This is an optimization exercise on Yosys and OpenROAD, whose aim is small area, a short achievable clock period and few clock cycles per item, not a production implementation. Function was checked by simulation only, so behaviour that the tests miss may differ from the original.

==> run a <==
## aes_key_sched_iter
module aes_key_sched_iter #(
  parameter logic [2:0] MODES_EN = 3'b111,
  parameter int         IDX_W    = 6
) (
  input  logic             clk,
  input  logic             rst_n,
  input  logic             start,
  input  logic [1:0]       mode,
  input  logic [255:0]     key_in,
  output logic             busy,
  output logic             word_valid,
  input  logic             word_ready,
  output logic [31:0]      word_out,
  output logic [IDX_W-1:0] word_idx,
  output logic             done,
  output logic             err
);
Settings: LEC_CHECK=0, CAP_MARGIN=20, CORE_MARGIN=2, CORE_UTILIZATION=55, CTS_CLUSTER_DIAMETER=100, CTS_CLUSTER_SIZE=24, SETUP_SLACK_MARGIN=3.2, SLEW_MARGIN=20; clock period 6.0 ns.
standard.sh (not shown) runs the stock make flow with config.mk's settings and CLKGATE_MAP_FILE= SYNTH_SCRIPT=/design/flow/synth_recipe.tcl, a recipe that flattens the netlist after the stock synthesis.
==> flow/flow/run.sh <==
#!/bin/bash
# Standard layout with two changes:
#  - the combinational logic is mapped with an area-oriented ABC script
#    (flow/abc_map.script) instead of ORFS's speed script; the resizer's
#    timing repair later sizes what needs it. Registers are mapped by the
#    standard dfflibmap step before ABC runs, so they are unchanged.
#  - the port buffers that global placement inserts are
#    sky130_fd_sc_hd__buf_1; later repair steps may still resize them.
set -euo pipefail
cd "$(dirname "$0")/.."
rm -rf scripts_copy
cp -r "$FLOW_HOME/scripts" scripts_copy
cp flow/abc_map.script scripts_copy/abc_speed.script
export SCRIPTS_DIR="$PWD/scripts_copy"
export BUFFER_PORTS_ARGS="-buffer_cell sky130_fd_sc_hd__buf_1"
bash standard.sh > standard.log 2>&1
==> flow/flow/abc_map.script <==
strash
&get -n
&st
&dch
&nf
&put
topo
stime -c
==> run b: changes against run a <==
--- a/flow/design.v
+++ b/flow/design.v
@@ -10,61 +10,98 @@
   output logic             busy,
   output logic             word_valid,
   input  logic             word_ready,
   output logic [31:0]      word_out,
   output logic [IDX_W-1:0] word_idx,
   output logic             done,
   output logic             err
 );
-  function automatic logic [3:0] sbox_mid(input logic [7:0] a);
-    logic U0, U1, U2, U3, U4, U5, U6, U7;
-    logic T1, T2, T3, T4, T5, T6, T7, T8, T9, T10, T11, T12, T13, T14, T15, T16;
-    logic T17, T18, T19, T20, T21, T22, T23, T24, T25, T26, T27;
+  function automatic logic [7:0] vmap(input logic [7:0] u);
+    vmap[7] = ^(u & 8'b10000100);
+    vmap[6] = ^(u & 8'b00100010);
+    vmap[5] = ^(u & 8'b00000001);
+    vmap[4] = ^(u & 8'b01100000);
+    vmap[3] = ^(u & 8'b01000100);
+    vmap[2] = ^(u & 8'b00001010);
+    vmap[1] = ^(u & 8'b00100001);
+    vmap[0] = ^(u & 8'b10010000);
+  endfunction
+  function automatic logic [3:0] sbox_mid(input logic [7:0] v);
+    logic V0, V1, V2, V3, V4, V5, V6, V7, U7;
+    logic T1, T2, T3, T4, T6, T8, T9, T10, T13, T14, T15, T16;
+    logic T17, T19, T20, T22, T23, T24, T25, T26, T27;
     logic M1, M2, M3, M4, M5, M6, M7, M8, M9, M10, M11, M12, M13, M14, M15, M16;
     logic M17, M18, M19, M20, M21, M22, M23, M24, M25, M26, M27, M28, M29, M30;
     logic M31, M32, M33, M34, M35, M36, M37, M38, M39, M40;
-    {U0, U1, U2, U3, U4, U5, U6, U7} = a;
-    T1 = U0 ^ U3;   T2 = U0 ^ U5;   T3 = U0 ^ U6;   T4 = U3 ^ U5;
-    T5 = U4 ^ U6;   T6 = T1 ^ T5;   T7 = U1 ^ U2;   T8 = U7 ^ T6;
-    T9 = U7 ^ T7;   T10 = T6 ^ T7;  T11 = U1 ^ U5;  T12 = U2 ^ U5;
-    T13 = T3 ^ T4;  T14 = T6 ^ T11; T15 = T5 ^ T11; T16 = T5 ^ T12;
-    T17 = T9 ^ T16; T18 = U3 ^ U7;  T19 = T7 ^ T18; T20 = T1 ^ T19;
-    T21 = U6 ^ U7;  T22 = T7 ^ T21; T23 = T2 ^ T22; T24 = T2 ^ T10;
-    T25 = T20 ^ T17; T26 = T3 ^ T16; T27 = T1 ^ T12;
+    {V0, V1, V2, V3, V4, V5, V6, V7} = v;
+    T1 = V7;
+    T2 = V0;
+    T3 = V0 ^ V1 ^ V3 ^ V4;
+    T4 = V0 ^ V7;
+    T6 = V5 ^ V7;
+    T8 = V2 ^ V5 ^ V7;
+    T9 = V2 ^ V3;
+    T10 = V3 ^ V5 ^ V7;
+    T13 = V1 ^ V3 ^ V4 ^ V7;
+    T14 = V4 ^ V5 ^ V7;
+    T15 = V4 ^ V5;
+    T16 = V3 ^ V4 ^ V5;
+    T17 = V2 ^ V4 ^ V5;
+    T19 = V0 ^ V4 ^ V6 ^ V7;
+    T20 = V0 ^ V4 ^ V6;
+    T22 = V1 ^ V3 ^ V6;
+    T23 = V0 ^ V1 ^ V3 ^ V6;
+    T24 = V0 ^ V3 ^ V5 ^ V7;
+    T25 = V0 ^ V2 ^ V5 ^ V6;
+    T26 = V0 ^ V1 ^ V5;
+    T27 = V3 ^ V4 ^ V7;
+    U7 = V2;
     M1 = T13 & T6;  M2 = T23 & T8;  M3 = T14 ^ M1;  M4 = T19 & U7;
     M5 = M4 ^ M1;   M6 = T3 & T16;  M7 = T22 & T9;  M8 = T26 ^ M6;
     M9 = T20 & T17; M10 = M9 ^ M6;  M11 = T1 & T15; M12 = T4 & T27;
     M13 = M12 ^ M11; M14 = T2 & T10; M15 = M14 ^ M11; M16 = M3 ^ M2;
     M17 = M5 ^ T24; M18 = M8 ^ M7;  M19 = M10 ^ M15; M20 = M16 ^ M13;
     M21 = M17 ^ M15; M22 = M18 ^ M13; M23 = M19 ^ T25;
     M24 = M22 ^ M23;
     M25 = M22 & M20; M26 = M21 ^ M25; M27 = M20 ^ M21; M28 = M23 ^ M25;
     M29 = M28 & M27; M30 = M26 & M24; M31 = M20 & M23; M32 = M27 & M31;
     M33 = M27 ^ M25; M34 = M21 & M22; M35 = M24 & M34; M36 = M24 ^ M25;
     M37 = M21 ^ M29; M38 = M32 ^ M33; M39 = M23 ^ M30; M40 = M35 ^ M36;
     sbox_mid = {M37, M38, M39, M40};
   endfunction
-  function automatic logic [7:0] sbox_out(input logic [7:0] a, input logic [3:0] m);
-    logic U0, U1, U2, U3, U4, U5, U6, U7;
-    logic T1, T2, T3, T4, T5, T6, T7, T8, T9, T10, T11, T12, T13, T15, T16;
-    logic T17, T18, T19, T20, T21, T22, T23, T27;
+  function automatic logic [7:0] sbox_out(input logic [7:0] v, input logic [3:0] m);
+    logic V0, V1, V2, V3, V4, V5, V6, V7, U7;
+    logic T1, T2, T3, T4, T6, T8, T9, T10, T13, T15, T16;
+    logic T17, T19, T20, T22, T23, T27;
     logic M37, M38, M39, M40, M41, M42, M43, M44;
     logic M45, M46, M47, M48, M49, M50, M51, M52, M53, M54, M55, M56, M57, M58;
     logic M59, M60, M61, M62, M63;
     logic L0, L1, L2, L3, L4, L5, L6, L7, L8, L9, L10, L11, L12, L13, L14, L15;
     logic L16, L17, L18, L19, L20, L21, L22, L23, L24, L25, L26, L27, L28, L29;
-    {U0, U1, U2, U3, U4, U5, U6, U7} = a;
+    {V0, V1, V2, V3, V4, V5, V6, V7} = v;
+    T1 = V7;
+    T2 = V0;
+    T3 = V0 ^ V1 ^ V3 ^ V4;
+    T4 = V0 ^ V7;
+    T6 = V5 ^ V7;
+    T8 = V2 ^ V5 ^ V7;
+    T9 = V2 ^ V3;
+    T10 = V3 ^ V5 ^ V7;
+    T13 = V1 ^ V3 ^ V4 ^ V7;
+    T15 = V4 ^ V5;
+    T16 = V3 ^ V4 ^ V5;
+    T17 = V2 ^ V4 ^ V5;
+    T19 = V0 ^ V4 ^ V6 ^ V7;
+    T20 = V0 ^ V4 ^ V6;
+    T22 = V1 ^ V3 ^ V6;
+    T23 = V0 ^ V1 ^ V3 ^ V6;
+    T27 = V3 ^ V4 ^ V7;
+    U7 = V2;
     {M37, M38, M39, M40} = m;
-    T1 = U0 ^ U3;   T2 = U0 ^ U5;   T3 = U0 ^ U6;   T4 = U3 ^ U5;
-    T5 = U4 ^ U6;   T6 = T1 ^ T5;   T7 = U1 ^ U2;   T8 = U7 ^ T6;
-    T9 = U7 ^ T7;   T10 = T6 ^ T7;  T11 = U1 ^ U5;  T12 = U2 ^ U5;
-    T13 = T3 ^ T4;  T15 = T5 ^ T11; T16 = T5 ^ T12;
-    T17 = T9 ^ T16; T18 = U3 ^ U7;  T19 = T7 ^ T18; T20 = T1 ^ T19;
-    T21 = U6 ^ U7;  T22 = T7 ^ T21; T23 = T2 ^ T22; T27 = T1 ^ T12;
     M41 = M38 ^ M40; M42 = M37 ^ M39; M43 = M37 ^ M38; M44 = M39 ^ M40;
     M45 = M42 ^ M41;
     M46 = M44 & T6;  M47 = M40 & T8;  M48 = M39 & U7;  M49 = M43 & T16;
     M50 = M38 & T9;  M51 = M37 & T17; M52 = M42 & T15; M53 = M45 & T27;
     M54 = M41 & T10; M55 = M44 & T13; M56 = M40 & T23; M57 = M39 & T19;
     M58 = M43 & T3;  M59 = M38 & T22; M60 = M37 & T20; M61 = M42 & T1;
     M62 = M45 & T4;  M63 = M41 & T2;
     L0 = M61 ^ M62;  L1 = M50 ^ M56;  L2 = M46 ^ M48;  L3 = M47 ^ M55;
@@ -195,20 +232,20 @@
               | ({32{hold}} & s_q[k]);
     s_q[7] <= ({32{ld}} & key_in[255:224]) | ({32{adv}} & sh[7]) | ({32{hold}} & s_q[7]);
     if (ld) begin
       rcon_q <= 8'h01;
     end else if (adv && c_rot) begin
       rcon_q <= {rcon_q[6:0], 1'b0} ^ (rcon_q[7] ? 8'h1b : 8'h00);
     end
     if (ld) begin
-      xa_q <= key_in[159:152];
-      ya_q <= key_in[143:136];
+      xa_q <= vmap(key_in[159:152]);
+      ya_q <= vmap(key_in[143:136]);
     end else if (adv) begin
-      if (c_d4 || c_d3) begin xa_q <= xin; ya_q <= yin; end
+      if (c_d4 || c_d3) begin xa_q <= vmap(xin); ya_q <= vmap(yin); end
       if (c_d3 || c_d2) begin
         xb_q <= xa_q; xm_q <= sbox_mid(xa_q);
         yb_q <= ya_q; ym_q <= sbox_mid(ya_q);
       end
       if (c_d2) begin sb0_q <= xout; sb2_q <= yout; end
       if (c_d1) begin sb1_q <= xout; sb3_q <= yout; end
     end
   end
==> flow/config.mk (replaced) <==
export PLATFORM = sky130hd
export DESIGN_NAME = aes_key_sched_iter
export DESIGN_NICKNAME = aes_key_sched_iter
export VERILOG_FILES = /design/flow/design.v
export SDC_FILE = /design/flow/constraint.sdc
export NUM_CORES = 4
export LEC_CHECK = 0
export CAP_MARGIN = 20
export CORE_MARGIN = 2
export CORE_UTILIZATION = 55
export CTS_CLUSTER_DIAMETER = 100
export CTS_CLUSTER_SIZE = 28
export SETUP_SLACK_MARGIN = 3.45
export SLEW_MARGIN = 20
export TNS_END_PERCENT = 10
==> summary of the runs <==
- Of run a and run b, run b has the higher register-to-register slack (gap 0.18 ns).
- Of run a and run b, run b has the higher final cell count (gap 0.85%, measured against run b).
- Against run a, the final area of run b is larger by 1.9%.
- Of run a and run b, run b has the higher setup slack (gap 0.18 ns).
Testbench counts of run a, summed over its fixed seeds: cycles 27,072, words 26,552.
Testbench counts of run b, summed over its fixed seeds: cycles 27,072, words 26,552.

## what the ideal ports hide
The results above use ideal ports. As a check the final layouts listed here were re-extracted and re-timed, cells and wires unchanged.
Step 1 sets driving cells, clkbuf_16 on the clock port and buf_2 on the other inputs (assumed; they add their load-dependent delay and slew).
Step 2 also shifts input and output timing later by t, the mid clock arrival at the registers, as if the neighbouring blocks saw the same clock.
Three values: ideal ports, drivers, drivers and shift; two values: the first two.
run | t, ns | setup slack, ns | slew at the worst register clock pin (ns) | cell pins on the clock port's net
run a | 0.568 | 3.300 / 3.300 / 2.827 | 0.10 / 0.10 | 1
run b | 0.570 | 3.479 / 3.468 / 3.007 | 0.11 / 0.11 | 1
After both steps setup and hold are still met in every run listed. For run a, which loses most, drivers alone change the setup slack by 0.000 ns; drivers and shift together by -0.473 ns.
